What follows belongs to an exercise in optimizing a design on an open flow for small area, a short achievable clock period and few clock cycles per item; a production flow would make more cautious choices.
The RTL of this run was laid out without a check of its function.

### flow/run.sh
#!/bin/bash
# synth_recipe.tcl (not shown) runs the flow's synth.tcl, then flattens the netlist and writes it again
# the make line also repeats each setting of config.mk as NAME=value (left out here)
make -C /OpenROAD-flow-scripts/flow DESIGN_CONFIG=/design/flow/config.mk WORK_HOME=/design/flow/orfs CLKGATE_MAP_FILE= SYNTH_SCRIPT=/design/flow/synth_recipe.tcl finish
### flow/config.mk
export PLATFORM = sky130hd
export DESIGN_NAME = pv_perturb_observe_mppt
export DESIGN_NICKNAME = pv_perturb_observe_mppt
export VERILOG_FILES = /design/flow/design.v
export SDC_FILE = /design/flow/constraint.sdc
export NUM_CORES = 4
export LEC_CHECK = 0
export CAP_MARGIN = 20
export CORE_MARGIN = 2
export CORE_UTILIZATION = 40
export SETUP_SLACK_MARGIN = 5
export SLEW_MARGIN = 20
### flow/constraint.sdc
create_clock -name core_clock -period 11.5 [get_ports {clk}]
set_input_delay 2.3000 -clock core_clock [delete_from_list [all_inputs] [get_ports {clk}]]
set_output_delay 2.3000 -clock core_clock [all_outputs]
set_load 0.01 [all_outputs]
### flow/design.v
package pvpo_pkg;
	localparam int unsigned VOLT_W  = 15;
	localparam int unsigned CNT_W   = 16;
	localparam int unsigned POWER_W = 2 * VOLT_W;
	localparam logic [VOLT_W-1:0]  SEED_NUM     = VOLT_W'(218);
	localparam logic [POWER_W-1:0] MIN_POWER_UP = POWER_W'(120000);
	localparam logic [VOLT_W-1:0] RST_LOW_LIMIT   = '0;
	localparam logic [CNT_W-1:0]  RST_INTERVAL    = CNT_W'(25);
	localparam logic [VOLT_W-1:0] RST_STEP        = VOLT_W'(10);
	localparam logic [VOLT_W-1:0] RST_CURRENT_MIN = '0;
	localparam logic [CNT_W-1:0]  RST_FILTER      = CNT_W'(250);
endpackage
import pvpo_pkg::*;
module pvpo_core (
	input  logic [VOLT_W-1:0]  low_limit,
	input  logic [VOLT_W-1:0]  step,
	input  logic [CNT_W-1:0]   filter,
	input  logic [VOLT_W-1:0]  ref_q,
	input  logic [CNT_W-1:0]   stall_q,
	input  logic               do_seed,      
	input  logic               do_pause,     
	input  logic               do_eval,      
	input  logic               do_disturb,   
	input  logic               pge,          
	input  logic               up_trend,     
	input  logic               chg_low,      
	input  logic [VOLT_W-1:0]  seed,
	input  logic [VOLT_W-1:0]  volt,
	input  logic [CNT_W-1:0]   volt_step,    
	output logic               ref_we,
	output logic [VOLT_W-1:0]  ref_d,
	output logic               stall_we,
	output logic [CNT_W-1:0]   stall_d,
	output logic               forced
);
	logic              at_low;
	logic              go_up;
	logic [CNT_W-1:0]  up_sum;
	logic [CNT_W:0]    dn_diff;
	logic [VOLT_W-1:0] up_ref;
	logic [VOLT_W-1:0] dn_ref;
	logic [VOLT_W-1:0] eval_ref;
	logic              stall;
	logic [CNT_W-1:0]  stall_new;
	assign at_low  = (ref_q <= low_limit);
	assign go_up   = at_low ? pge : up_trend;
	assign up_sum  = CNT_W'(ref_q) + CNT_W'(step);
	assign dn_diff = (CNT_W+1)'(ref_q) - (CNT_W+1)'(step);
	always_comb begin
		if (up_sum < CNT_W'(low_limit))
			up_ref = low_limit;
		else if (up_sum[CNT_W-1])
			up_ref = '1;
		else
			up_ref = up_sum[VOLT_W-1:0];
		if (dn_diff[CNT_W] || (dn_diff[VOLT_W-1:0] < low_limit))
			dn_ref = low_limit;
		else
			dn_ref = dn_diff[VOLT_W-1:0];
		if (at_low && !pge)
			eval_ref = low_limit;
		else if (go_up)
			eval_ref = up_ref;
		else
			eval_ref = dn_ref;
	end
	assign stall     = (CNT_W'(ref_q) > volt_step) && chg_low;
	assign stall_new = stall ? (stall_q + CNT_W'(1)) : '0;
	assign forced    = do_disturb && (stall_new >= filter);
	assign stall_we  = do_disturb;
	assign stall_d   = forced ? '0 : stall_new;
	assign ref_we = do_seed || do_pause || do_eval || forced;
	always_comb begin
		if (do_eval)
			ref_d = eval_ref;
		else if (do_pause)
			ref_d = volt;
		else
			ref_d = seed;
	end
endmodule
module pvpo_mul (
	input  logic [14:0] a,
	input  logic [14:0] b,
	output logic [29:0] p
);
	logic [14:0] pp [15];
	logic [29:0] row_a, row_b;
	logic t1, t2, t3, t4, t5, t6, t7, t8, t9, t10, t11, t12, t13, t14, t15, t16, t17, t18, t19, t20, t21, t22, t23, t24, t25, t26, t27, t28, t29, t30, t31, t32, t33, t34, t35, t36, t37, t38, t39, t40, t41, t42, t43, t44, t45, t46, t47, t48, t49, t50, t51, t52, t53, t54, t55, t56, t57, t58, t59, t60, t61, t62, t63, t64, t65, t66, t67, t68, t69, t70, t71, t72, t73, t74, t75, t76, t77, t78, t79, t80, t81, t82, t83, t84, t85, t86, t87, t88, t89, t90, t91, t92, t93, t94, t95, t96, t97, t98, t99, t100, t101, t102, t103, t104, t105, t106, t107, t108, t109, t110, t111, t112, t113, t114, t115, t116, t117, t118, t119, t120, t121, t122, t123, t124, t125, t126, t127, t128, t129, t130, t131, t132, t133, t134, t135, t136, t137, t138, t139, t140, t141, t142, t143, t144, t145, t146, t147, t148, t149, t150, t151, t152, t153, t154, t155, t156, t157, t158, t159, t160, t161, t162, t163, t164, t165, t166, t167, t168, t169, t170, t171, t172, t173, t174, t175, t176, t177, t178, t179, t180, t181, t182, t183, t184, t185, t186, t187, t188, t189, t190, t191, t192, t193, t194, t195, t196, t197, t198, t199, t200, t201, t202, t203, t204, t205, t206, t207, t208, t209, t210, t211, t212, t213, t214, t215, t216, t217, t218, t219, t220, t221, t222, t223, t224, t225, t226, t227, t228, t229, t230, t231, t232, t233, t234, t235, t236, t237, t238, t239, t240, t241, t242, t243, t244, t245, t246, t247, t248, t249, t250, t251, t252, t253, t254, t255, t256, t257, t258, t259, t260, t261, t262, t263, t264, t265, t266, t267, t268, t269, t270, t271, t272, t273, t274, t275, t276, t277, t278, t279, t280, t281, t282, t283, t284, t285, t286, t287, t288, t289, t290, t291, t292, t293, t294, t295, t296, t297, t298, t299, t300, t301, t302, t303, t304, t305, t306, t307, t308, t309, t310, t311, t312, t313, t314, t315, t316, t317, t318, t319, t320, t321, t322, t323, t324, t325, t326, t327, t328, t329, t330, t331, t332, t333, t334, t335, t336, t337, t338, t339, t340, t341, t342, t343, t344, t345, t346, t347, t348, t349, t350, t351, t352, t353, t354, t355, t356, t357, t358, t359, t360, t361, t362, t363, t364;
	always_comb for (int i = 0; i < 15; i++) pp[i] = b & {15{a[i]}};
	assign t1 = pp[0][13] ^ pp[1][12];
	assign t2 = pp[0][13] & pp[1][12];
	assign t3 = pp[0][14] ^ pp[1][13] ^ pp[2][12];
	assign t4 = (pp[0][14] & pp[1][13]) | (pp[0][14] & pp[2][12]) | (pp[1][13] & pp[2][12]);
	assign t5 = pp[3][11] ^ pp[4][10];
	assign t6 = pp[3][11] & pp[4][10];
	assign t7 = pp[1][14] ^ pp[2][13] ^ pp[3][12];
	assign t8 = (pp[1][14] & pp[2][13]) | (pp[1][14] & pp[3][12]) | (pp[2][13] & pp[3][12]);
	assign t9 = pp[4][11] ^ pp[5][10];
	assign t10 = pp[4][11] & pp[5][10];
	assign t11 = pp[2][14] ^ pp[3][13] ^ pp[4][12];
	assign t12 = (pp[2][14] & pp[3][13]) | (pp[2][14] & pp[4][12]) | (pp[3][13] & pp[4][12]);
	assign t13 = pp[0][9] ^ pp[1][8];
	assign t14 = pp[0][9] & pp[1][8];
	assign t15 = pp[0][10] ^ pp[1][9] ^ pp[2][8];
	assign t16 = (pp[0][10] & pp[1][9]) | (pp[0][10] & pp[2][8]) | (pp[1][9] & pp[2][8]);
	assign t17 = pp[3][7] ^ pp[4][6];
	assign t18 = pp[3][7] & pp[4][6];
	assign t19 = pp[0][11] ^ pp[1][10] ^ pp[2][9];
	assign t20 = (pp[0][11] & pp[1][10]) | (pp[0][11] & pp[2][9]) | (pp[1][10] & pp[2][9]);
	assign t21 = pp[3][8] ^ pp[4][7] ^ pp[5][6];
	assign t22 = (pp[3][8] & pp[4][7]) | (pp[3][8] & pp[5][6]) | (pp[4][7] & pp[5][6]);
	assign t23 = pp[6][5] ^ pp[7][4];
	assign t24 = pp[6][5] & pp[7][4];
	assign t25 = pp[0][12] ^ pp[1][11] ^ pp[2][10];
	assign t26 = (pp[0][12] & pp[1][11]) | (pp[0][12] & pp[2][10]) | (pp[1][11] & pp[2][10]);
	assign t27 = pp[3][9] ^ pp[4][8] ^ pp[5][7];
	assign t28 = (pp[3][9] & pp[4][8]) | (pp[3][9] & pp[5][7]) | (pp[4][8] & pp[5][7]);
	assign t29 = pp[6][6] ^ pp[7][5] ^ pp[8][4];
	assign t30 = (pp[6][6] & pp[7][5]) | (pp[6][6] & pp[8][4]) | (pp[7][5] & pp[8][4]);
	assign t31 = pp[9][3] ^ pp[10][2];
	assign t32 = pp[9][3] & pp[10][2];
	assign t33 = pp[2][11] ^ pp[3][10] ^ pp[4][9];
	assign t34 = (pp[2][11] & pp[3][10]) | (pp[2][11] & pp[4][9]) | (pp[3][10] & pp[4][9]);
	assign t35 = pp[5][8] ^ pp[6][7] ^ pp[7][6];
	assign t36 = (pp[5][8] & pp[6][7]) | (pp[5][8] & pp[7][6]) | (pp[6][7] & pp[7][6]);
	assign t37 = pp[8][5] ^ pp[9][4] ^ pp[10][3];
	assign t38 = (pp[8][5] & pp[9][4]) | (pp[8][5] & pp[10][3]) | (pp[9][4] & pp[10][3]);
	assign t39 = pp[11][2] ^ pp[12][1] ^ pp[13][0];
	assign t40 = (pp[11][2] & pp[12][1]) | (pp[11][2] & pp[13][0]) | (pp[12][1] & pp[13][0]);
	assign t41 = pp[5][9] ^ pp[6][8] ^ pp[7][7];
	assign t42 = (pp[5][9] & pp[6][8]) | (pp[5][9] & pp[7][7]) | (pp[6][8] & pp[7][7]);
	assign t43 = pp[8][6] ^ pp[9][5] ^ pp[10][4];
	assign t44 = (pp[8][6] & pp[9][5]) | (pp[8][6] & pp[10][4]) | (pp[9][5] & pp[10][4]);
	assign t45 = pp[11][3] ^ pp[12][2] ^ pp[13][1];
	assign t46 = (pp[11][3] & pp[12][2]) | (pp[11][3] & pp[13][1]) | (pp[12][2] & pp[13][1]);
	assign t47 = pp[14][0] ^ t2 ^ t3;
	assign t48 = (pp[14][0] & t2) | (pp[14][0] & t3) | (t2 & t3);
	assign t49 = pp[6][9] ^ pp[7][8] ^ pp[8][7];
	assign t50 = (pp[6][9] & pp[7][8]) | (pp[6][9] & pp[8][7]) | (pp[7][8] & pp[8][7]);
	assign t51 = pp[9][6] ^ pp[10][5] ^ pp[11][4];
	assign t52 = (pp[9][6] & pp[10][5]) | (pp[9][6] & pp[11][4]) | (pp[10][5] & pp[11][4]);
	assign t53 = pp[12][3] ^ pp[13][2] ^ pp[14][1];
	assign t54 = (pp[12][3] & pp[13][2]) | (pp[12][3] & pp[14][1]) | (pp[13][2] & pp[14][1]);
	assign t55 = t4 ^ t6 ^ t7;
	assign t56 = (t4 & t6) | (t4 & t7) | (t6 & t7);
	assign t57 = pp[5][11] ^ pp[6][10] ^ pp[7][9];
	assign t58 = (pp[5][11] & pp[6][10]) | (pp[5][11] & pp[7][9]) | (pp[6][10] & pp[7][9]);
	assign t59 = pp[8][8] ^ pp[9][7] ^ pp[10][6];
	assign t60 = (pp[8][8] & pp[9][7]) | (pp[8][8] & pp[10][6]) | (pp[9][7] & pp[10][6]);
	assign t61 = pp[11][5] ^ pp[12][4] ^ pp[13][3];
	assign t62 = (pp[11][5] & pp[12][4]) | (pp[11][5] & pp[13][3]) | (pp[12][4] & pp[13][3]);
	assign t63 = pp[14][2] ^ t8 ^ t10;
	assign t64 = (pp[14][2] & t8) | (pp[14][2] & t10) | (t8 & t10);
	assign t65 = pp[3][14] ^ pp[4][13] ^ pp[5][12];
	assign t66 = (pp[3][14] & pp[4][13]) | (pp[3][14] & pp[5][12]) | (pp[4][13] & pp[5][12]);
	assign t67 = pp[6][11] ^ pp[7][10] ^ pp[8][9];
	assign t68 = (pp[6][11] & pp[7][10]) | (pp[6][11] & pp[8][9]) | (pp[7][10] & pp[8][9]);
	assign t69 = pp[9][8] ^ pp[10][7] ^ pp[11][6];
	assign t70 = (pp[9][8] & pp[10][7]) | (pp[9][8] & pp[11][6]) | (pp[10][7] & pp[11][6]);
	assign t71 = pp[12][5] ^ pp[13][4] ^ pp[14][3];
	assign t72 = (pp[12][5] & pp[13][4]) | (pp[12][5] & pp[14][3]) | (pp[13][4] & pp[14][3]);
	assign t73 = pp[4][14] ^ pp[5][13] ^ pp[6][12];
	assign t74 = (pp[4][14] & pp[5][13]) | (pp[4][14] & pp[6][12]) | (pp[5][13] & pp[6][12]);
	assign t75 = pp[7][11] ^ pp[8][10] ^ pp[9][9];
	assign t76 = (pp[7][11] & pp[8][10]) | (pp[7][11] & pp[9][9]) | (pp[8][10] & pp[9][9]);
	assign t77 = pp[10][8] ^ pp[11][7] ^ pp[12][6];
	assign t78 = (pp[10][8] & pp[11][7]) | (pp[10][8] & pp[12][6]) | (pp[11][7] & pp[12][6]);
	assign t79 = pp[5][14] ^ pp[6][13] ^ pp[7][12];
	assign t80 = (pp[5][14] & pp[6][13]) | (pp[5][14] & pp[7][12]) | (pp[6][13] & pp[7][12]);
	assign t81 = pp[8][11] ^ pp[9][10] ^ pp[10][9];
	assign t82 = (pp[8][11] & pp[9][10]) | (pp[8][11] & pp[10][9]) | (pp[9][10] & pp[10][9]);
	assign t83 = pp[6][14] ^ pp[7][13] ^ pp[8][12];
	assign t84 = (pp[6][14] & pp[7][13]) | (pp[6][14] & pp[8][12]) | (pp[7][13] & pp[8][12]);
	assign t85 = pp[0][6] ^ pp[1][5];
	assign t86 = pp[0][6] & pp[1][5];
	assign t87 = pp[0][7] ^ pp[1][6] ^ pp[2][5];
	assign t88 = (pp[0][7] & pp[1][6]) | (pp[0][7] & pp[2][5]) | (pp[1][6] & pp[2][5]);
	assign t89 = pp[3][4] ^ pp[4][3];
	assign t90 = pp[3][4] & pp[4][3];
	assign t91 = pp[0][8] ^ pp[1][7] ^ pp[2][6];
	assign t92 = (pp[0][8] & pp[1][7]) | (pp[0][8] & pp[2][6]) | (pp[1][7] & pp[2][6]);
	assign t93 = pp[3][5] ^ pp[4][4] ^ pp[5][3];
	assign t94 = (pp[3][5] & pp[4][4]) | (pp[3][5] & pp[5][3]) | (pp[4][4] & pp[5][3]);
	assign t95 = pp[6][2] ^ pp[7][1];
	assign t96 = pp[6][2] & pp[7][1];
	assign t97 = pp[2][7] ^ pp[3][6] ^ pp[4][5];
	assign t98 = (pp[2][7] & pp[3][6]) | (pp[2][7] & pp[4][5]) | (pp[3][6] & pp[4][5]);
	assign t99 = pp[5][4] ^ pp[6][3] ^ pp[7][2];
	assign t100 = (pp[5][4] & pp[6][3]) | (pp[5][4] & pp[7][2]) | (pp[6][3] & pp[7][2]);
	assign t101 = pp[8][1] ^ pp[9][0] ^ t13;
	assign t102 = (pp[8][1] & pp[9][0]) | (pp[8][1] & t13) | (pp[9][0] & t13);
	assign t103 = pp[5][5] ^ pp[6][4] ^ pp[7][3];
	assign t104 = (pp[5][5] & pp[6][4]) | (pp[5][5] & pp[7][3]) | (pp[6][4] & pp[7][3]);
	assign t105 = pp[8][2] ^ pp[9][1] ^ pp[10][0];
	assign t106 = (pp[8][2] & pp[9][1]) | (pp[8][2] & pp[10][0]) | (pp[9][1] & pp[10][0]);
	assign t107 = t14 ^ t15 ^ t17;
	assign t108 = (t14 & t15) | (t14 & t17) | (t15 & t17);
	assign t109 = pp[8][3] ^ pp[9][2] ^ pp[10][1];
	assign t110 = (pp[8][3] & pp[9][2]) | (pp[8][3] & pp[10][1]) | (pp[9][2] & pp[10][1]);
	assign t111 = pp[11][0] ^ t16 ^ t18;
	assign t112 = (pp[11][0] & t16) | (pp[11][0] & t18) | (t16 & t18);
	assign t113 = t19 ^ t21 ^ t23;
	assign t114 = (t19 & t21) | (t19 & t23) | (t21 & t23);
	assign t115 = pp[11][1] ^ pp[12][0] ^ t20;
	assign t116 = (pp[11][1] & pp[12][0]) | (pp[11][1] & t20) | (pp[12][0] & t20);
	assign t117 = t22 ^ t24 ^ t25;
	assign t118 = (t22 & t24) | (t22 & t25) | (t24 & t25);
	assign t119 = t27 ^ t29 ^ t31;
	assign t120 = (t27 & t29) | (t27 & t31) | (t29 & t31);
	assign t121 = t1 ^ t26 ^ t28;
	assign t122 = (t1 & t26) | (t1 & t28) | (t26 & t28);
	assign t123 = t30 ^ t32 ^ t33;
	assign t124 = (t30 & t32) | (t30 & t33) | (t32 & t33);
	assign t125 = t35 ^ t37 ^ t39;
	assign t126 = (t35 & t37) | (t35 & t39) | (t37 & t39);
	assign t127 = t5 ^ t34 ^ t36;
	assign t128 = (t5 & t34) | (t5 & t36) | (t34 & t36);
	assign t129 = t38 ^ t40 ^ t41;
	assign t130 = (t38 & t40) | (t38 & t41) | (t40 & t41);
	assign t131 = t43 ^ t45 ^ t47;
	assign t132 = (t43 & t45) | (t43 & t47) | (t45 & t47);
	assign t133 = t9 ^ t42 ^ t44;
	assign t134 = (t9 & t42) | (t9 & t44) | (t42 & t44);
	assign t135 = t46 ^ t48 ^ t49;
	assign t136 = (t46 & t48) | (t46 & t49) | (t48 & t49);
	assign t137 = t51 ^ t53 ^ t55;
	assign t138 = (t51 & t53) | (t51 & t55) | (t53 & t55);
	assign t139 = t11 ^ t50 ^ t52;
	assign t140 = (t11 & t50) | (t11 & t52) | (t50 & t52);
	assign t141 = t54 ^ t56 ^ t57;
	assign t142 = (t54 & t56) | (t54 & t57) | (t56 & t57);
	assign t143 = t59 ^ t61 ^ t63;
	assign t144 = (t59 & t61) | (t59 & t63) | (t61 & t63);
	assign t145 = t12 ^ t58 ^ t60;
	assign t146 = (t12 & t58) | (t12 & t60) | (t58 & t60);
	assign t147 = t62 ^ t64 ^ t65;
	assign t148 = (t62 & t64) | (t62 & t65) | (t64 & t65);
	assign t149 = t67 ^ t69 ^ t71;
	assign t150 = (t67 & t69) | (t67 & t71) | (t69 & t71);
	assign t151 = pp[13][5] ^ pp[14][4] ^ t66;
	assign t152 = (pp[13][5] & pp[14][4]) | (pp[13][5] & t66) | (pp[14][4] & t66);
	assign t153 = t68 ^ t70 ^ t72;
	assign t154 = (t68 & t70) | (t68 & t72) | (t70 & t72);
	assign t155 = t73 ^ t75 ^ t77;
	assign t156 = (t73 & t75) | (t73 & t77) | (t75 & t77);
	assign t157 = pp[11][8] ^ pp[12][7] ^ pp[13][6];
	assign t158 = (pp[11][8] & pp[12][7]) | (pp[11][8] & pp[13][6]) | (pp[12][7] & pp[13][6]);
	assign t159 = pp[14][5] ^ t74 ^ t76;
	assign t160 = (pp[14][5] & t74) | (pp[14][5] & t76) | (t74 & t76);
	assign t161 = t78 ^ t79 ^ t81;
	assign t162 = (t78 & t79) | (t78 & t81) | (t79 & t81);
	assign t163 = pp[9][11] ^ pp[10][10] ^ pp[11][9];
	assign t164 = (pp[9][11] & pp[10][10]) | (pp[9][11] & pp[11][9]) | (pp[10][10] & pp[11][9]);
	assign t165 = pp[12][8] ^ pp[13][7] ^ pp[14][6];
	assign t166 = (pp[12][8] & pp[13][7]) | (pp[12][8] & pp[14][6]) | (pp[13][7] & pp[14][6]);
	assign t167 = t80 ^ t82 ^ t83;
	assign t168 = (t80 & t82) | (t80 & t83) | (t82 & t83);
	assign t169 = pp[7][14] ^ pp[8][13] ^ pp[9][12];
	assign t170 = (pp[7][14] & pp[8][13]) | (pp[7][14] & pp[9][12]) | (pp[8][13] & pp[9][12]);
	assign t171 = pp[10][11] ^ pp[11][10] ^ pp[12][9];
	assign t172 = (pp[10][11] & pp[11][10]) | (pp[10][11] & pp[12][9]) | (pp[11][10] & pp[12][9]);
	assign t173 = pp[13][8] ^ pp[14][7] ^ t84;
	assign t174 = (pp[13][8] & pp[14][7]) | (pp[13][8] & t84) | (pp[14][7] & t84);
	assign t175 = pp[8][14] ^ pp[9][13] ^ pp[10][12];
	assign t176 = (pp[8][14] & pp[9][13]) | (pp[8][14] & pp[10][12]) | (pp[9][13] & pp[10][12]);
	assign t177 = pp[11][11] ^ pp[12][10] ^ pp[13][9];
	assign t178 = (pp[11][11] & pp[12][10]) | (pp[11][11] & pp[13][9]) | (pp[12][10] & pp[13][9]);
	assign t179 = pp[9][14] ^ pp[10][13] ^ pp[11][12];
	assign t180 = (pp[9][14] & pp[10][13]) | (pp[9][14] & pp[11][12]) | (pp[10][13] & pp[11][12]);
	assign t181 = pp[0][4] ^ pp[1][3];
	assign t182 = pp[0][4] & pp[1][3];
	assign t183 = pp[0][5] ^ pp[1][4] ^ pp[2][3];
	assign t184 = (pp[0][5] & pp[1][4]) | (pp[0][5] & pp[2][3]) | (pp[1][4] & pp[2][3]);
	assign t185 = pp[3][2] ^ pp[4][1];
	assign t186 = pp[3][2] & pp[4][1];
	assign t187 = pp[2][4] ^ pp[3][3] ^ pp[4][2];
	assign t188 = (pp[2][4] & pp[3][3]) | (pp[2][4] & pp[4][2]) | (pp[3][3] & pp[4][2]);
	assign t189 = pp[5][1] ^ pp[6][0] ^ t85;
	assign t190 = (pp[5][1] & pp[6][0]) | (pp[5][1] & t85) | (pp[6][0] & t85);
	assign t191 = pp[5][2] ^ pp[6][1] ^ pp[7][0];
	assign t192 = (pp[5][2] & pp[6][1]) | (pp[5][2] & pp[7][0]) | (pp[6][1] & pp[7][0]);
	assign t193 = t86 ^ t87 ^ t89;
	assign t194 = (t86 & t87) | (t86 & t89) | (t87 & t89);
	assign t195 = pp[8][0] ^ t88 ^ t90;
	assign t196 = (pp[8][0] & t88) | (pp[8][0] & t90) | (t88 & t90);
	assign t197 = t91 ^ t93 ^ t95;
	assign t198 = (t91 & t93) | (t91 & t95) | (t93 & t95);
	assign t199 = t92 ^ t94 ^ t96;
	assign t200 = (t92 & t94) | (t92 & t96) | (t94 & t96);
	assign t201 = t97 ^ t99 ^ t101;
	assign t202 = (t97 & t99) | (t97 & t101) | (t99 & t101);
	assign t203 = t98 ^ t100 ^ t102;
	assign t204 = (t98 & t100) | (t98 & t102) | (t100 & t102);
	assign t205 = t103 ^ t105 ^ t107;
	assign t206 = (t103 & t105) | (t103 & t107) | (t105 & t107);
	assign t207 = t104 ^ t106 ^ t108;
	assign t208 = (t104 & t106) | (t104 & t108) | (t106 & t108);
	assign t209 = t109 ^ t111 ^ t113;
	assign t210 = (t109 & t111) | (t109 & t113) | (t111 & t113);
	assign t211 = t110 ^ t112 ^ t114;
	assign t212 = (t110 & t112) | (t110 & t114) | (t112 & t114);
	assign t213 = t115 ^ t117 ^ t119;
	assign t214 = (t115 & t117) | (t115 & t119) | (t117 & t119);
	assign t215 = t116 ^ t118 ^ t120;
	assign t216 = (t116 & t118) | (t116 & t120) | (t118 & t120);
	assign t217 = t121 ^ t123 ^ t125;
	assign t218 = (t121 & t123) | (t121 & t125) | (t123 & t125);
	assign t219 = t122 ^ t124 ^ t126;
	assign t220 = (t122 & t124) | (t122 & t126) | (t124 & t126);
	assign t221 = t127 ^ t129 ^ t131;
	assign t222 = (t127 & t129) | (t127 & t131) | (t129 & t131);
	assign t223 = t128 ^ t130 ^ t132;
	assign t224 = (t128 & t130) | (t128 & t132) | (t130 & t132);
	assign t225 = t133 ^ t135 ^ t137;
	assign t226 = (t133 & t135) | (t133 & t137) | (t135 & t137);
	assign t227 = t134 ^ t136 ^ t138;
	assign t228 = (t134 & t136) | (t134 & t138) | (t136 & t138);
	assign t229 = t139 ^ t141 ^ t143;
	assign t230 = (t139 & t141) | (t139 & t143) | (t141 & t143);
	assign t231 = t140 ^ t142 ^ t144;
	assign t232 = (t140 & t142) | (t140 & t144) | (t142 & t144);
	assign t233 = t145 ^ t147 ^ t149;
	assign t234 = (t145 & t147) | (t145 & t149) | (t147 & t149);
	assign t235 = t146 ^ t148 ^ t150;
	assign t236 = (t146 & t148) | (t146 & t150) | (t148 & t150);
	assign t237 = t151 ^ t153 ^ t155;
	assign t238 = (t151 & t153) | (t151 & t155) | (t153 & t155);
	assign t239 = t152 ^ t154 ^ t156;
	assign t240 = (t152 & t154) | (t152 & t156) | (t154 & t156);
	assign t241 = t157 ^ t159 ^ t161;
	assign t242 = (t157 & t159) | (t157 & t161) | (t159 & t161);
	assign t243 = t158 ^ t160 ^ t162;
	assign t244 = (t158 & t160) | (t158 & t162) | (t160 & t162);
	assign t245 = t163 ^ t165 ^ t167;
	assign t246 = (t163 & t165) | (t163 & t167) | (t165 & t167);
	assign t247 = t164 ^ t166 ^ t168;
	assign t248 = (t164 & t166) | (t164 & t168) | (t166 & t168);
	assign t249 = t169 ^ t171 ^ t173;
	assign t250 = (t169 & t171) | (t169 & t173) | (t171 & t173);
	assign t251 = pp[14][8] ^ t170 ^ t172;
	assign t252 = (pp[14][8] & t170) | (pp[14][8] & t172) | (t170 & t172);
	assign t253 = t174 ^ t175 ^ t177;
	assign t254 = (t174 & t175) | (t174 & t177) | (t175 & t177);
	assign t255 = pp[12][11] ^ pp[13][10] ^ pp[14][9];
	assign t256 = (pp[12][11] & pp[13][10]) | (pp[12][11] & pp[14][9]) | (pp[13][10] & pp[14][9]);
	assign t257 = t176 ^ t178 ^ t179;
	assign t258 = (t176 & t178) | (t176 & t179) | (t178 & t179);
	assign t259 = pp[10][14] ^ pp[11][13] ^ pp[12][12];
	assign t260 = (pp[10][14] & pp[11][13]) | (pp[10][14] & pp[12][12]) | (pp[11][13] & pp[12][12]);
	assign t261 = pp[13][11] ^ pp[14][10] ^ t180;
	assign t262 = (pp[13][11] & pp[14][10]) | (pp[13][11] & t180) | (pp[14][10] & t180);
	assign t263 = pp[11][14] ^ pp[12][13] ^ pp[13][12];
	assign t264 = (pp[11][14] & pp[12][13]) | (pp[11][14] & pp[13][12]) | (pp[12][13] & pp[13][12]);
	assign t265 = pp[0][3] ^ pp[1][2];
	assign t266 = pp[0][3] & pp[1][2];
	assign t267 = pp[2][2] ^ pp[3][1] ^ pp[4][0];
	assign t268 = (pp[2][2] & pp[3][1]) | (pp[2][2] & pp[4][0]) | (pp[3][1] & pp[4][0]);
	assign t269 = pp[5][0] ^ t182 ^ t183;
	assign t270 = (pp[5][0] & t182) | (pp[5][0] & t183) | (t182 & t183);
	assign t271 = t184 ^ t186 ^ t187;
	assign t272 = (t184 & t186) | (t184 & t187) | (t186 & t187);
	assign t273 = t188 ^ t190 ^ t191;
	assign t274 = (t188 & t190) | (t188 & t191) | (t190 & t191);
	assign t275 = t192 ^ t194 ^ t195;
	assign t276 = (t192 & t194) | (t192 & t195) | (t194 & t195);
	assign t277 = t196 ^ t198 ^ t199;
	assign t278 = (t196 & t198) | (t196 & t199) | (t198 & t199);
	assign t279 = t200 ^ t202 ^ t203;
	assign t280 = (t200 & t202) | (t200 & t203) | (t202 & t203);
	assign t281 = t204 ^ t206 ^ t207;
	assign t282 = (t204 & t206) | (t204 & t207) | (t206 & t207);
	assign t283 = t208 ^ t210 ^ t211;
	assign t284 = (t208 & t210) | (t208 & t211) | (t210 & t211);
	assign t285 = t212 ^ t214 ^ t215;
	assign t286 = (t212 & t214) | (t212 & t215) | (t214 & t215);
	assign t287 = t216 ^ t218 ^ t219;
	assign t288 = (t216 & t218) | (t216 & t219) | (t218 & t219);
	assign t289 = t220 ^ t222 ^ t223;
	assign t290 = (t220 & t222) | (t220 & t223) | (t222 & t223);
	assign t291 = t224 ^ t226 ^ t227;
	assign t292 = (t224 & t226) | (t224 & t227) | (t226 & t227);
	assign t293 = t228 ^ t230 ^ t231;
	assign t294 = (t228 & t230) | (t228 & t231) | (t230 & t231);
	assign t295 = t232 ^ t234 ^ t235;
	assign t296 = (t232 & t234) | (t232 & t235) | (t234 & t235);
	assign t297 = t236 ^ t238 ^ t239;
	assign t298 = (t236 & t238) | (t236 & t239) | (t238 & t239);
	assign t299 = t240 ^ t242 ^ t243;
	assign t300 = (t240 & t242) | (t240 & t243) | (t242 & t243);
	assign t301 = t244 ^ t246 ^ t247;
	assign t302 = (t244 & t246) | (t244 & t247) | (t246 & t247);
	assign t303 = t248 ^ t250 ^ t251;
	assign t304 = (t248 & t250) | (t248 & t251) | (t250 & t251);
	assign t305 = t252 ^ t254 ^ t255;
	assign t306 = (t252 & t254) | (t252 & t255) | (t254 & t255);
	assign t307 = t256 ^ t258 ^ t259;
	assign t308 = (t256 & t258) | (t256 & t259) | (t258 & t259);
	assign t309 = pp[14][11] ^ t260 ^ t262;
	assign t310 = (pp[14][11] & t260) | (pp[14][11] & t262) | (t260 & t262);
	assign t311 = pp[12][14] ^ pp[13][13] ^ pp[14][12];
	assign t312 = (pp[12][14] & pp[13][13]) | (pp[12][14] & pp[14][12]) | (pp[13][13] & pp[14][12]);
	assign t313 = pp[0][2] ^ pp[1][1];
	assign t314 = pp[0][2] & pp[1][1];
	assign t315 = pp[2][1] ^ pp[3][0] ^ t265;
	assign t316 = (pp[2][1] & pp[3][0]) | (pp[2][1] & t265) | (pp[3][0] & t265);
	assign t317 = t181 ^ t266 ^ t267;
	assign t318 = (t181 & t266) | (t181 & t267) | (t266 & t267);
	assign t319 = t185 ^ t268 ^ t269;
	assign t320 = (t185 & t268) | (t185 & t269) | (t268 & t269);
	assign t321 = t189 ^ t270 ^ t271;
	assign t322 = (t189 & t270) | (t189 & t271) | (t270 & t271);
	assign t323 = t193 ^ t272 ^ t273;
	assign t324 = (t193 & t272) | (t193 & t273) | (t272 & t273);
	assign t325 = t197 ^ t274 ^ t275;
	assign t326 = (t197 & t274) | (t197 & t275) | (t274 & t275);
	assign t327 = t201 ^ t276 ^ t277;
	assign t328 = (t201 & t276) | (t201 & t277) | (t276 & t277);
	assign t329 = t205 ^ t278 ^ t279;
	assign t330 = (t205 & t278) | (t205 & t279) | (t278 & t279);
	assign t331 = t209 ^ t280 ^ t281;
	assign t332 = (t209 & t280) | (t209 & t281) | (t280 & t281);
	assign t333 = t213 ^ t282 ^ t283;
	assign t334 = (t213 & t282) | (t213 & t283) | (t282 & t283);
	assign t335 = t217 ^ t284 ^ t285;
	assign t336 = (t217 & t284) | (t217 & t285) | (t284 & t285);
	assign t337 = t221 ^ t286 ^ t287;
	assign t338 = (t221 & t286) | (t221 & t287) | (t286 & t287);
	assign t339 = t225 ^ t288 ^ t289;
	assign t340 = (t225 & t288) | (t225 & t289) | (t288 & t289);
	assign t341 = t229 ^ t290 ^ t291;
	assign t342 = (t229 & t290) | (t229 & t291) | (t290 & t291);
	assign t343 = t233 ^ t292 ^ t293;
	assign t344 = (t233 & t292) | (t233 & t293) | (t292 & t293);
	assign t345 = t237 ^ t294 ^ t295;
	assign t346 = (t237 & t294) | (t237 & t295) | (t294 & t295);
	assign t347 = t241 ^ t296 ^ t297;
	assign t348 = (t241 & t296) | (t241 & t297) | (t296 & t297);
	assign t349 = t245 ^ t298 ^ t299;
	assign t350 = (t245 & t298) | (t245 & t299) | (t298 & t299);
	assign t351 = t249 ^ t300 ^ t301;
	assign t352 = (t249 & t300) | (t249 & t301) | (t300 & t301);
	assign t353 = t253 ^ t302 ^ t303;
	assign t354 = (t253 & t302) | (t253 & t303) | (t302 & t303);
	assign t355 = t257 ^ t304 ^ t305;
	assign t356 = (t257 & t304) | (t257 & t305) | (t304 & t305);
	assign t357 = t261 ^ t306 ^ t307;
	assign t358 = (t261 & t306) | (t261 & t307) | (t306 & t307);
	assign t359 = t263 ^ t308 ^ t309;
	assign t360 = (t263 & t308) | (t263 & t309) | (t308 & t309);
	assign t361 = t264 ^ t310 ^ t311;
	assign t362 = (t264 & t310) | (t264 & t311) | (t310 & t311);
	assign t363 = pp[13][14] ^ pp[14][13] ^ t312;
	assign t364 = (pp[13][14] & pp[14][13]) | (pp[13][14] & t312) | (pp[14][13] & t312);
	assign row_a = {1'b0, pp[14][14], t362, t360, t358, t356, t354, t352, t350, t348, t346, t344, t342, t340, t338, t336, t334, t332, t330, t328, t326, t324, t322, t320, t318, t316, t314, pp[2][0], pp[0][1], pp[0][0]};
	assign row_b = {1'b0, t364, t363, t361, t359, t357, t355, t353, t351, t349, t347, t345, t343, t341, t339, t337, t335, t333, t331, t329, t327, t325, t323, t321, t319, t317, t315, t313, pp[1][0], 1'b0};
	assign p = row_a + row_b;
endmodule
import pvpo_pkg::*;
module pv_perturb_observe_mppt (
	input  logic        clk,
	input  logic        arst_n,
	input  logic        sample_valid,
	output logic        sample_ready,
	input  logic [1:0]  sample_action,
	input  logic [14:0] sample_pv_voltage,
	input  logic [14:0] sample_pv_current,
	input  logic [14:0] sample_charge_current,
	input  logic        sample_pause,
	output logic        result_valid,
	input  logic        result_ready,
	output logic [14:0] result_voltage_ref,
	output logic        result_evaluated,
	output logic        result_forced_pulldown,
	input  logic        cfg_valid,
	output logic        cfg_ready,
	input  logic [2:0]  cfg_index,
	input  logic [15:0] cfg_data
);
	logic [VOLT_W-1:0] low_limit;
	logic [CNT_W-1:0]  interval;
	logic [VOLT_W-1:0] step;
	logic [VOLT_W-1:0] cur_min;
	logic [CNT_W-1:0]  filter;
	assign cfg_ready = 1'b1;
	always_ff @(posedge clk or negedge arst_n) begin
		if (!arst_n) begin
			low_limit <= RST_LOW_LIMIT;
			interval  <= RST_INTERVAL;
			step      <= RST_STEP;
			cur_min   <= RST_CURRENT_MIN;
			filter    <= RST_FILTER;
		end else if (cfg_valid) begin
			case (cfg_index)
				3'd0: low_limit <= cfg_data[VOLT_W-1:0];
				3'd1: interval  <= cfg_data[CNT_W-1:0];
				3'd2: step      <= cfg_data[VOLT_W-1:0];
				3'd3: cur_min   <= cfg_data[VOLT_W-1:0];
				3'd4: filter    <= cfg_data[CNT_W-1:0];
				default: begin
				end
			endcase
		end
	end
	logic              hv_q;    
	logic              en_q;    
	logic              en;
	assign en           = en_q;
	assign sample_ready = en_q;
	logic              s1_valid;
	logic [1:0]        s1_act;
	logic              s1_pause;
	logic              s1_chg;
	logic [VOLT_W-1:0] s1_v;
	logic [VOLT_W-1:0] s1_b;
	always_ff @(posedge clk or negedge arst_n) begin
		if (!arst_n)
			s1_valid <= 1'b0;
		else if (en)
			s1_valid <= sample_valid;
	end
	always_ff @(posedge clk) begin
		if (en) begin
			s1_act   <= sample_action;
			s1_pause <= sample_pause;
			s1_chg   <= (sample_charge_current < cur_min);
			s1_v     <= sample_pv_voltage;
			s1_b     <= sample_action[0] ? sample_pv_current : SEED_NUM;
		end
	end
	logic                s2_valid;
	logic [1:0]          s2_act;
	logic                s2_pause;
	logic                s2_chg;
	logic [VOLT_W-1:0]   s2_v;
	logic [POWER_W-1:0]  s2_p;
	logic [POWER_W-1:0]  product;
	pvpo_mul u_mul (
		.a (s1_v),
		.b (s1_b),
		.p (product)
	);
	always_ff @(posedge clk or negedge arst_n) begin
		if (!arst_n)
			s2_valid <= 1'b0;
		else if (en)
			s2_valid <= s1_valid;
	end
	always_ff @(posedge clk) begin
		if (en) begin
			s2_act   <= s1_act;
			s2_pause <= s1_pause;
			s2_chg   <= s1_chg;
			s2_v     <= s1_v;
			s2_p     <= product;
		end
	end
	logic [CNT_W-1:0]   tick_q;
	logic [VOLT_W-1:0]  ref_q;
	logic [CNT_W-1:0]   prev_v_q;
	logic [POWER_W-1:0] prev_p_q;
	logic               prev_p_zero_q;
	logic [CNT_W-1:0]   stall_q;
	logic               go;
	logic               is_init, is_tick, is_dist;
	logic               do_pause, do_eval;
	logic [CNT_W-1:0]   tick_inc;
	logic [VOLT_W-1:0]  seed_raw;
	logic [VOLT_W-1:0]  seed;
	logic [CNT_W-1:0]   volt_step;
	logic               pge;
	logic               pfell;
	logic               up_trend;
	logic [CNT_W:0]     trend_sum;
	logic               ref_we;
	logic [VOLT_W-1:0]  ref_d;
	logic               stall_we;
	logic [CNT_W-1:0]   stall_d;
	logic               forced;
	assign go       = en && s2_valid;
	assign is_init  = (s2_act == 2'd0);
	assign is_tick  = (s2_act == 2'd1);
	assign is_dist  = (s2_act == 2'd2);
	assign tick_inc = tick_q + CNT_W'(1);
	assign do_pause = is_tick && s2_pause;
	assign do_eval  = is_tick && !s2_pause && (tick_inc >= interval);
	assign seed_raw  = s2_p[VOLT_W+7:8];
	assign seed      = (seed_raw < low_limit) ? low_limit : seed_raw;
	assign volt_step = CNT_W'(s2_v) + CNT_W'(step);
	assign pge       = (s2_p >= MIN_POWER_UP);
	assign pfell     = !prev_p_zero_q && (s2_p < prev_p_q);
	assign trend_sum = {1'b0, CNT_W'(s2_v)} + {1'b0, ~prev_v_q} + (CNT_W+1)'(pfell);
	assign up_trend  = trend_sum[CNT_W] ^ pfell;
	pvpo_core u_core (
		.low_limit  (low_limit),
		.step       (step),
		.filter     (filter),
		.ref_q      (ref_q),
		.stall_q    (stall_q),
		.do_seed    (is_init),
		.do_pause   (do_pause),
		.do_eval    (do_eval),
		.do_disturb (is_dist),
		.pge        (pge),
		.up_trend   (up_trend),
		.chg_low    (s2_chg),
		.seed       (seed),
		.volt       (s2_v),
		.volt_step  (volt_step),
		.ref_we     (ref_we),
		.ref_d      (ref_d),
		.stall_we   (stall_we),
		.stall_d    (stall_d),
		.forced     (forced)
	);
	always_ff @(posedge clk or negedge arst_n) begin
		if (!arst_n) begin
			tick_q        <= '0;
			ref_q         <= '0;
			prev_v_q      <= '0;
			prev_p_zero_q <= 1'b1;
			stall_q       <= '0;
		end else if (go) begin
			if (is_tick)
				tick_q <= (s2_pause || do_eval) ? '0 : tick_inc;
			if (ref_we)
				ref_q <= ref_d;
			if (is_init)
				prev_v_q <= CNT_W'(seed);
			else if (do_pause)
				prev_v_q <= volt_step;
			else if (do_eval)
				prev_v_q <= CNT_W'(s2_v);
			if (is_init || do_pause)
				prev_p_zero_q <= 1'b1;
			else if (do_eval)
				prev_p_zero_q <= 1'b0;
			if (stall_we)
				stall_q <= stall_d;
		end
	end
	always_ff @(posedge clk) begin
		if (go && do_eval)
			prev_p_q <= s2_p;
	end
	logic [VOLT_W+1:0] res_new;
	logic [VOLT_W+1:0] head_q;
	logic [VOLT_W+1:0] skid_q;
	logic              take;
	assign res_new = {(ref_we ? ref_d : ref_q), do_eval, forced};
	assign take    = hv_q && result_ready;
	always_ff @(posedge clk or negedge arst_n) begin
		if (!arst_n) begin
			hv_q <= 1'b0;
			en_q <= 1'b1;
		end else begin
			if (!hv_q)
				hv_q <= go;
			else if (take && en_q)
				hv_q <= go;
			en_q <= en_q ? !(hv_q && !take && go) : take;
		end
	end
	always_ff @(posedge clk) begin
		if (!en_q) begin
			if (take)
				head_q <= skid_q;
		end else if (go && (!hv_q || take)) begin
			head_q <= res_new;
		end
		if (en_q && go && hv_q && !take)
			skid_q <= res_new;
	end
	assign result_valid           = hv_q;
	assign result_voltage_ref     = head_q[VOLT_W+1:2];
	assign result_evaluated       = head_q[1];
	assign result_forced_pulldown = head_q[0];
endmodule
==> results.yml <==
sta:
  setup_viol_count_final: 0
  finalClockSkew_ns: 0.0350
  rsz0062_at_grt: "yes"
  final_hold_viol_count: 0
  fin_crit_ns: 6.60
  fmax_mhz: 152
  setup_tns_ns: 0
  slew_headroom_pct: 26.6
  timing.final.crit_share_pct: 57.4
  setup_slack_ns: 4.90
  worstMarginPinSlew_ns: 1.10
  final_max_slew_viol_count: 0
worst_setup_path:
  crit_top_cell: "a21oi_2"
  critPathLaunch: "s2_v[0]"
  critPathSlowestCell: "or3_4"
  r2r_cells: 31
  endpoint: "head_q[6]"
  cp_max_fo: 8
  reg2reg_to: "head_q[6]"
  crit_required_ns: 11.83
  crit_arrival_ns: 6.92
  start_kind: "flop"
  max_stage_delay_ns: 0.44
  criticalPathCategory: "reg2reg"
  ff2ff_setup_slack_ns: 4.90
  end_kind: "flop"
  worst_r2r_startpoint: "s2_v[0]"
detailed_routing:
  drt_first_iter_violations: 1484
  drc: 0
  drt-pass1-iter-count: 6
  ant_nets: 0
  num_vias: 19593
  routed_wirelength_um: 75100
  drt-vias-per-instance: 5.46
  post_drt_wl_per_cell_um: 20.9
grt:
  overflow: 0
  grt_pass1_wl_um: 117000
  grt_pass1_vias: 20364
  grt_antenna_before_repair: 1
  grt.total_usage_pct: 23.6
  grt_max_degree: 82
synthesis:
  synth_edf_count: 147
  ys_seq_area_share_pct: 32.2
  netlist_area_um2: 25000
  synthCells: 2610
  synth_ff_type: "edfxtp_1"
  synth_top_cell_area_share_pct: 17.6
  ys_ff_latch: 292
  synth_area_leader_cell: "edfxtp_1"
  synthTopCellsByArea: "edfxtp_1, fa_1, dfrtp_1"
  yosys_warnings: 4
  avgSynthCellArea_um2: 9.59
  synth_cell_types: 84
  synth_fp_nets: 3105
  async_reset_ff_share_pct: 49.7
place:
  place_congestion: 0.956
  portBuffers: 90
  dpl.hpwl_um: 55700
  dp_slack_ns: 3.74
floorplan:
  io_pins: 92
  die_h_um: 254
  core_area_um2: 61800
  die_area_um2: 64600
  rows: 91
  start_util_pct: 40.5
  die_w_um: 254
min_path:
  hold_class: "reg2reg"
clocking:
  cts_buffers: 37
  holdBufCountCts: 0
  insertion_delay_ns: 0.58
  cts_root_buffer: "clkbuf_16"
  clock_sinks: 292
  cts_buffer_depth: 3
  path_clk_slew_ns: 0.06
  cts_tree: "yes"
  htreeDepth: 2
finish:
  layout_commonest_cell: "inv_1"
  finalNetCount: 3217
  area_growth_pct: 15.2
  diodes: 0
  mostFrequentLayoutCells: "inv_1, ha_1, nand2_1"
  drive_above_1_share_pct: 9.81
run:
  max_cap_violations: 0
run_status:
  status: "no timing/DRC/antenna violations"
cells by family after synthesis:
family | after synthesis | share of synthesized area [%]
AOI/OAI and AO/OA | 560 | 14.3
DFF | 292 | 32.2
xor gates and xnor gates | 72 | 2.52
buffers and inverters | 434 | 6.62
adders and majority gates | 423 | 26.3
other | 1 | 0.0150
muxes | 56 | 2.43
and+or+nand+nor | 772 | 15.7
Yosys cell counts (29+ instances only):
master / n
clkbuf_1: 76
a21oi_1: 145
edfxtp_1: 147
nand2_1: 239
a21o_1: 36
xnor2_1: 49
and2_1: 172
nand2b_1: 49
mux2_2: 39
nor3_1: 52
nand3_1: 34
inv_1: 342
fa_1: 172
ha_1: 251
dfrtp_1: 132
and3_1: 29
o21ai_0: 172
nor2_1: 108
final cells by class:
class	count	area, um2
Sequential cell	292	8060
Fill cell	5831	33000
Tap cell	837	1050
Multi-Input combinational cell	1885	15700
Clock inverter	27	294
Timing Repair Buffer	164	1530
Inverter	342	1280
Clock buffer	41	941
timing repair:
item / in CTS / in global routing
pin swaps: 26 / 32
gates resized for setup: 40 / 46
endpoints found under the setup margin: 62 / 64
gates cloned: 2 / 0
buffers inserted: 24 / 28
state kept, by name (all words and copies together) (netlist names), 16 cells and up:
register,cells
prev_p_q,30
s2_p,30
head_q,17
skid_q,17
filter,16
interval,16
prev_v_q,16
stall_q,16
tick_q,16
per-layer routing:
metal | GRT usage (%) | up-vias | routed length [um]
met3 | 3.23 | 180 | 4030
met1 | 29.5 | 9694 | 31400
met4 | 9.88 | 0 | 3090
met5 | 0 | - | 0
met2 | 41.1 | 541 | 36500
li1 | - | 9178 | -
critical path: cells and delay by family (launching register included):
family / cells / cell delay, ns
compound gates: 16 / 2.92
fa+ha+maj: 4 / 1.06
simple gates: 6 / 1.03
buf+inv: 3 / 0.43
flops: 1 / 0.43
mux: 1 / 0.26
xor+xnor: 1 / 0.20
per-stage QoR:
stage / area, um2 / utilization, % / hold slack, ns / std cells
finish: 28800 / 46.7 / 0.419 / 3588
global route: 28800 / 46.7 / 0.431 / 3588
CTS: 28400 / 46.0 / 0.418 / 3560
detailed placement: 26800 / 43.4 / 0.405 / 3466
global placement: 26800 / 43.4 / 0.406 / 3466
floorplan: 25100 / - / 0.400 / 2610
worst min path at each step:
stage / from / to / slack (ns) / depth (start not counted)
global placement: s1_act[0] / s2_act[0] / 0.41 / 0
global route: s1_act[0] / s2_act[0] / 0.43 / 0
finish: s1_act[0] / s2_act[0] / 0.42 / 0
detailed placement: s1_act[0] / s2_act[0] / 0.40 / 0
floorplan: s1_act[0] / s2_act[0] / 0.40 / 0
CTS: s1_act[0] / s2_act[0] / 0.42 / 0

[separate check: timing with driven ports]
In the flow no input, the clock included, has a driving cell. The finished layout below was timed again as built, in two steps.
Step 1, drivers: a clkbuf_16 drives clk and a buf_2 each remaining input, both assumed.
Step 2 moves the port delays by t, midway between the first and last clock arrival at a register: inputs arrive t later, outputs are due t later. That takes back most of the time a late clock gives input paths.
Three values: ideal, step 1, step 2; two values: the first two.
t (ns): 0.617
setup WS [ns]: 4.904 / 4.904 / 4.904
worst setup path at the end: register to register
slew at the worst register clock pin (ns): 0.06 / 0.06
worst slew at a driven data input, ns: 0.05
After both steps this run still meets setup and hold. For this run, drivers alone change the setup slack by 0.000 ns; drivers and shift together by 0.000 ns.
